Context: an optimization exercise on an open-source flow, tuned for small area, a short achievable clock period and few clock cycles per item. The choices shown serve that exercise and are no tape-out recipe.
Where RTL was checked, it was by simulation tests only, not by an equivalence proof against the original.

Setup of v6:
==> flow/design.v <==
`default_nettype none
package swms_pkg;
    localparam int WINDOW_MAX   = 128;
    localparam int WINDOW_RESET = 100;
    localparam int SAMPLE_W = 16;
    localparam int LEN_W    = 8;
    localparam int PTR_W    = $clog2(WINDOW_MAX);
    localparam int FILL_W   = $clog2(WINDOW_MAX + 1);
    localparam int SUM_W    = SAMPLE_W + PTR_W + 1;
    localparam int SQSUM_W  = 2 * SAMPLE_W + PTR_W - 1;
endpackage
`default_nettype wire
`default_nettype none
module swms_ram #(
    parameter int WIDTH = 16,
    parameter int DEPTH = 128
) (
    input  wire logic                     clk,
    input  wire logic                     we,
    input  wire logic [$clog2(DEPTH)-1:0] waddr,
    input  wire logic [WIDTH-1:0]         wdata,
    input  wire logic                     re,
    input  wire logic [$clog2(DEPTH)-1:0] raddr,
    output logic      [WIDTH-1:0]         rdata
);
    logic [WIDTH-1:0] mem [DEPTH];
    always_ff @(posedge clk)
    begin
        if (we)
        begin
            mem[waddr] <= wdata;
        end
        if (re)
        begin
            rdata <= mem[raddr];
        end
    end
endmodule
`default_nettype wire
`default_nettype none
module sliding_window_mean_stddev (
    input  wire logic                               clk,
    input  wire logic                               rst_n,
    input  wire logic                               sample_valid,
    output logic                                    sample_stall,
    input  wire logic signed [swms_pkg::SAMPLE_W-1:0] sample,
    output logic                                    result_valid,
    input  wire logic                               result_stall,
    output logic signed [swms_pkg::SAMPLE_W-1:0]    mean,
    output logic        [swms_pkg::SAMPLE_W-1:0]    deviation,
    output logic                                    valid_res,
    input  wire logic                               cfg_valid,
    output logic                                    cfg_ready,
    input  wire logic   [swms_pkg::LEN_W-1:0]       window_length
);
    localparam int WINDOW_RESET = swms_pkg::WINDOW_RESET;
    localparam int NS = 22;                        
    localparam logic [NS-1:0] CUT = 22'h2a4924;
    logic [7:0]  n_reg;           
    logic [7:0]  fill_reg;        
    logic [6:0]  c_reg;           
    logic        en;              
    logic        busy;            
    logic        in_xfer, cfg_xfer, aligned;
    logic [7:0]  len_clamped;
    logic [6:0]  nm1;
    assign nm1 = 7'(n_reg - 8'd1);
    always_comb
    begin
        if (window_length == 8'd0)
            len_clamped = 8'd1;
        else if (window_length > 8'd128)
            len_clamped = 8'd128;
        else
            len_clamped = window_length;
    end
    assign aligned      = (fill_reg == 8'd0) || (c_reg == 7'd0);
    assign sample_stall = cfg_valid || !en || !aligned;
    assign in_xfer      = sample_valid && !sample_stall;
    assign cfg_ready    = !busy;
    assign cfg_xfer     = cfg_valid && !busy;
    wire full_b = (fill_reg == n_reg);
    wire full_a = full_b || ((fill_reg + 8'd1) == n_reg);
    always_ff @(posedge clk or negedge rst_n)
    begin
        if (!rst_n)
        begin
            n_reg    <= 8'(WINDOW_RESET);
            fill_reg <= '0;
        end
        else if (cfg_xfer)
        begin
            n_reg    <= len_clamped;
            fill_reg <= '0;
        end
        else if (in_xfer && !full_b)
        begin
            fill_reg <= fill_reg + 8'd1;
        end
    end
    always_ff @(posedge clk)
    begin
        if (in_xfer || c_reg == nm1)
            c_reg <= '0;
        else
            c_reg <= c_reg + 7'd1;
    end
    logic [15:0]        r0;
    logic [63:0][15:0]  s64;
    logic [31:0][15:0]  s32;
    logic [15:0][15:0]  s16;
    logic [7:0][15:0]   s8;
    logic [3:0][15:0]   s4;
    logic [1:0][15:0]   s2;
    logic [15:0]        s1;
    logic [15:0]        t1, t2, t3, t4, t5, t6, fb;
    assign t1 = nm1[6] ? s64[63] : r0;
    assign t2 = nm1[5] ? s32[31] : t1;
    assign t3 = nm1[4] ? s16[15] : t2;
    assign t4 = nm1[3] ? s8[7]   : t3;
    assign t5 = nm1[2] ? s4[3]   : t4;
    assign t6 = nm1[1] ? s2[1]   : t5;
    assign fb = nm1[0] ? s1      : t6;
    always_ff @(posedge clk)
    begin
        r0  <= in_xfer ? sample : fb;
        s64 <= {s64[62:0], r0};
        s32 <= {s32[30:0], t1};
        s16 <= {s16[14:0], t2};
        s8  <= {s8[6:0],   t3};
        s4  <= {s4[2:0],   t4};
        s2  <= {s2[0],     t5};
        s1  <= t6;
    end
    logic               vA, okA, firstA;
    logic signed [16:0] dA, pA;
    wire  signed [15:0] old = full_b ? fb : 16'sd0;
    always_ff @(posedge clk or negedge rst_n)
    begin
        if (!rst_n)
            vA <= 1'b0;
        else if (en)
            vA <= in_xfer;
    end
    always_ff @(posedge clk)
    begin
        if (en)
        begin
            okA    <= full_a;
            firstA <= (fill_reg == 8'd0);
            dA     <= 17'(sample) - 17'(old);
            pA     <= 17'(sample) + 17'(old);
        end
    end
    logic signed [23:0] s_reg;
    logic               vB, okB, firstB;
    logic signed [16:0] dB;
    logic signed [25:0] mB;
    wire  signed [23:0] s_base = firstA ? 24'sd0 : s_reg;
    wire  signed [25:0] np     = $signed({1'b0, n_reg}) * pA;
    always_ff @(posedge clk or negedge rst_n)
    begin
        if (!rst_n)
            vB <= 1'b0;
        else if (en)
            vB <= vA;
    end
    always_ff @(posedge clk)
    begin
        if (en && vA)
            s_reg <= s_base + 24'(dA);
        if (en)
        begin
            okB    <= okA;
            firstB <= firstA;
            dB     <= dA;
            mB     <= np - 26'(s_base) - 26'(s_base) - 26'(dA);
        end
    end
    logic [43:0]        v_reg;
    logic               vC, okC, sgC;
    logic [6:0]         mrC;
    logic [15:0]        mdC;
    wire  [43:0]        v_base = firstB ? 44'd0 : v_reg;
    wire  signed [43:0] dv     = 44'(dB) * 44'(mB);
    wire  [22:0]        s_mag  = s_reg[23] ? 23'(-s_reg) : 23'(s_reg);
    function automatic logic [22:0] mstep(input logic [22:0] st, input logic [7:0] n);
        logic [8:0] t;
        logic [7:0] a;
        a = {st[22:16], st[15]};
        t = {1'b0, a} - {1'b0, n};
        mstep = t[8] ? {a[6:0], st[14:0], 1'b0} : {t[6:0], st[14:0], 1'b1};
    endfunction
    always_ff @(posedge clk or negedge rst_n)
    begin
        if (!rst_n)
            vC <= 1'b0;
        else if (en)
            vC <= vB;
    end
    always_ff @(posedge clk)
    begin
        if (en && vB)
            v_reg <= v_base + 44'(dv);
        if (en)
        begin
            okC          <= okB;
            sgC          <= s_reg[23];
            {mrC, mdC}   <= mstep(mstep(s_mag, n_reg), n_reg);
        end
    end
    logic [NS:0]        bv, bok, bsg;
    logic [NS:0][43:0]  bV;
    logic [NS:0][23:0]  brem;
    logic [NS:0][21:0]  broot;
    logic [NS:0][22:0]  bm;
    logic [NS:0][6:0]   bdr;
    logic [NS:0][14:0]  bdq;
    logic [NS-1:0]        qv;
    logic [NS-1:0]        cv, cok, csg;
    logic [NS-1:0][43:0]  cV;
    logic [NS-1:0][23:0]  crem;
    logic [NS-1:0][21:0]  croot;
    logic [NS-1:0][22:0]  cm;
    logic [NS-1:0][6:0]   cdr;
    logic [NS-1:0][14:0]  cdq;
    assign bv[0]    = vC;
    assign bok[0]   = okC;
    assign bsg[0]   = sgC;
    assign bV[0]    = v_reg;
    assign brem[0]  = '0;
    assign broot[0] = '0;
    assign bm[0]    = {mrC, mdC};
    assign bdr[0]   = '0;
    assign bdq[0]   = '0;
    genvar k;
    generate
        for (k = 0; k < NS; k = k + 1)
        begin : g_step
            localparam int I = NS - 1 - k;    
            wire [k+2:0] rs   = {brem[k][k:0], bV[k][2*I+1 -: 2]};
            wire [k+2:0] tr   = {1'b0, broot[k][k:0], 2'b01};
            wire [k+3:0] diff = {1'b0, rs} - {1'b0, tr};
            wire         ge   = !diff[k+3];
            wire [k+1:0] rn   = ge ? diff[k+1:0] : rs[k+1:0];
            assign cv[k]    = bv[k];
            assign cok[k]   = bok[k];
            assign csg[k]   = bsg[k];
            assign cV[k]    = bV[k];
            assign crem[k]  = 24'(rn);
            assign croot[k] = 22'({broot[k][k:0], ge});
            if (k < 14)
            begin : g_mean
                assign cm[k] = mstep(bm[k], n_reg);
            end
            else
            begin : g_mean_done
                assign cm[k] = bm[k];
            end
            if (k < 6)
            begin : g_div_wait
                assign cdr[k] = '0;
                assign cdq[k] = '0;
            end
            else if (k == 6)
            begin : g_div_init
                assign cdr[k] = croot[k][6:0];
                assign cdq[k] = '0;
            end
            else
            begin : g_div
                wire [7:0] a = {bdr[k], ge};
                wire [8:0] t = {1'b0, a} - {1'b0, n_reg};
                assign cdr[k] = t[8] ? a[6:0] : t[6:0];
                assign cdq[k] = {bdq[k][13:0], !t[8]};
            end
            if (CUT[k])
            begin : g_reg
                logic        rv, rok, rsg;
                logic [43:0] rV;
                logic [23:0] rrem;
                logic [21:0] rroot;
                logic [22:0] rm;
                logic [6:0]  rdr;
                logic [14:0] rdq;
                always_ff @(posedge clk or negedge rst_n)
                begin
                    if (!rst_n)
                        rv <= 1'b0;
                    else if (en)
                        rv <= cv[k];
                end
                if (k == NS - 1)
                begin : g_out
                    always_ff @(posedge clk)
                    begin
                        if (en)
                        begin
                            rok <= cok[k];
                            rm  <= !cok[k] ? 23'd0 :
                                   csg[k] ? 23'(-cm[k][15:0]) : 23'(cm[k][15:0]);
                            rdq <= cok[k] ? cdq[k] : 15'd0;
                        end
                    end
                    assign rsg   = 1'b0;
                    assign rV    = '0;
                    assign rrem  = '0;
                    assign rroot = '0;
                    assign rdr   = '0;
                end
                else
                begin : g_mid
                    always_ff @(posedge clk)
                    begin
                        if (en)
                        begin
                            rok   <= cok[k];
                            rsg   <= csg[k];
                            rV    <= cV[k];
                            rrem  <= crem[k];
                            rroot <= croot[k];
                            rm    <= cm[k];
                            rdr   <= cdr[k];
                            rdq   <= cdq[k];
                        end
                    end
                end
                assign qv[k]      = rv;
                assign bv[k+1]    = rv;
                assign bok[k+1]   = rok;
                assign bsg[k+1]   = rsg;
                assign bV[k+1]    = rV;
                assign brem[k+1]  = rrem;
                assign broot[k+1] = rroot;
                assign bm[k+1]    = rm;
                assign bdr[k+1]   = rdr;
                assign bdq[k+1]   = rdq;
            end
            else
            begin : g_wire
                assign qv[k]      = 1'b0;
                assign bv[k+1]    = cv[k];
                assign bok[k+1]   = cok[k];
                assign bsg[k+1]   = csg[k];
                assign bV[k+1]    = cV[k];
                assign brem[k+1]  = crem[k];
                assign broot[k+1] = croot[k];
                assign bm[k+1]    = cm[k];
                assign bdr[k+1]   = cdr[k];
                assign bdq[k+1]   = cdq[k];
            end
        end
    endgenerate
    assign busy = vA || vB || vC || (|qv[NS-2:0]);
    assign en   = !(bv[NS] && result_stall);
    assign result_valid = bv[NS];
    assign valid_res    = bok[NS];
    assign mean         = bm[NS][15:0];
    assign deviation    = {1'b0, bdq[NS]};
endmodule
`default_nettype wire
make LEC_CHECK=0 CAP_MARGIN=20 CORE_MARGIN=2 CORE_UTILIZATION=40 SLEW_MARGIN=20 finish   # period 11.0 ns
run.sh (not shown) runs the stock make flow with config.mk's settings and CLKGATE_MAP_FILE= SYNTH_SCRIPT=/design/flow/synth_recipe.tcl, a recipe that flattens the netlist after the stock synthesis.
Setup changes, v6 to v7
--- a/flow/design.v
+++ b/flow/design.v
@@ -156,9 +156,10 @@
     logic               vB, okB, firstB;
     logic signed [16:0] dB;
     logic signed [25:0] mB;
     wire  signed [23:0] s_base = firstA ? 24'sd0 : s_reg;
-    wire  signed [25:0] np     = $signed({1'b0, n_reg}) * pA;
+    wire  signed [8:0]  n_s    = {1'b0, n_reg};
+    wire  signed [25:0] np     = n_s * pA;
     always_ff @(posedge clk or negedge rst_n)
     begin
         if (!rst_n)
             vB <= 1'b0;
Results
- v6 -> v7: synthesized area delta 0, exact match
- Diff v7..v6 | number of antenna diodes | unchanged
- v6 -> v7: total DRC errors in the routed layout delta 0, exact match
- Global-route usage came out exactly the same in v6 and v7.
- Delta (v7 minus v6): maximum frequency held steady; cell area reported after detailed placement held steady; final area held steady; layout buffer count excluding clock buffers held steady; global-route wire length before repair held steady.
Testbench counts of v7, summed over its fixed seeds: cycles 2,496, items 2,400.
Only the layout flow was run in v6; the RTL was not checked for function there.

==> afterwards: timing with drivers on the ports <==
The results above use ideal ports. As a check the final layouts listed here were re-extracted and re-timed, cells and wires unchanged.
Step 1 assumes that a clkbuf_16 drives the clock port and a buf_2 every other input.
Step 2 moves the port delays by t, midway between the first and last clock arrival at a register: inputs arrive t later, outputs are due t later. That takes back most of the time a late clock gives input paths.
Three values: ideal, step 1, step 2; two values: the first two.
| run | t (ns) | slack for setup (ns) | clock arrival spread, ns | worst register clock-pin slew, ns | worst slew at a driven data input, ns |
|---|---|---|---|---|---|
| v6 | 0.909 | 0.991 / 0.991 / 0.991 | 0.089 / 0.089 | 0.07 / 0.07 | 0.14 |
| v7 | 0.909 | 0.991 / 0.991 / 0.991 | 0.089 / 0.089 | 0.07 / 0.07 | 0.14 |
After both steps every run listed still meets setup and hold.
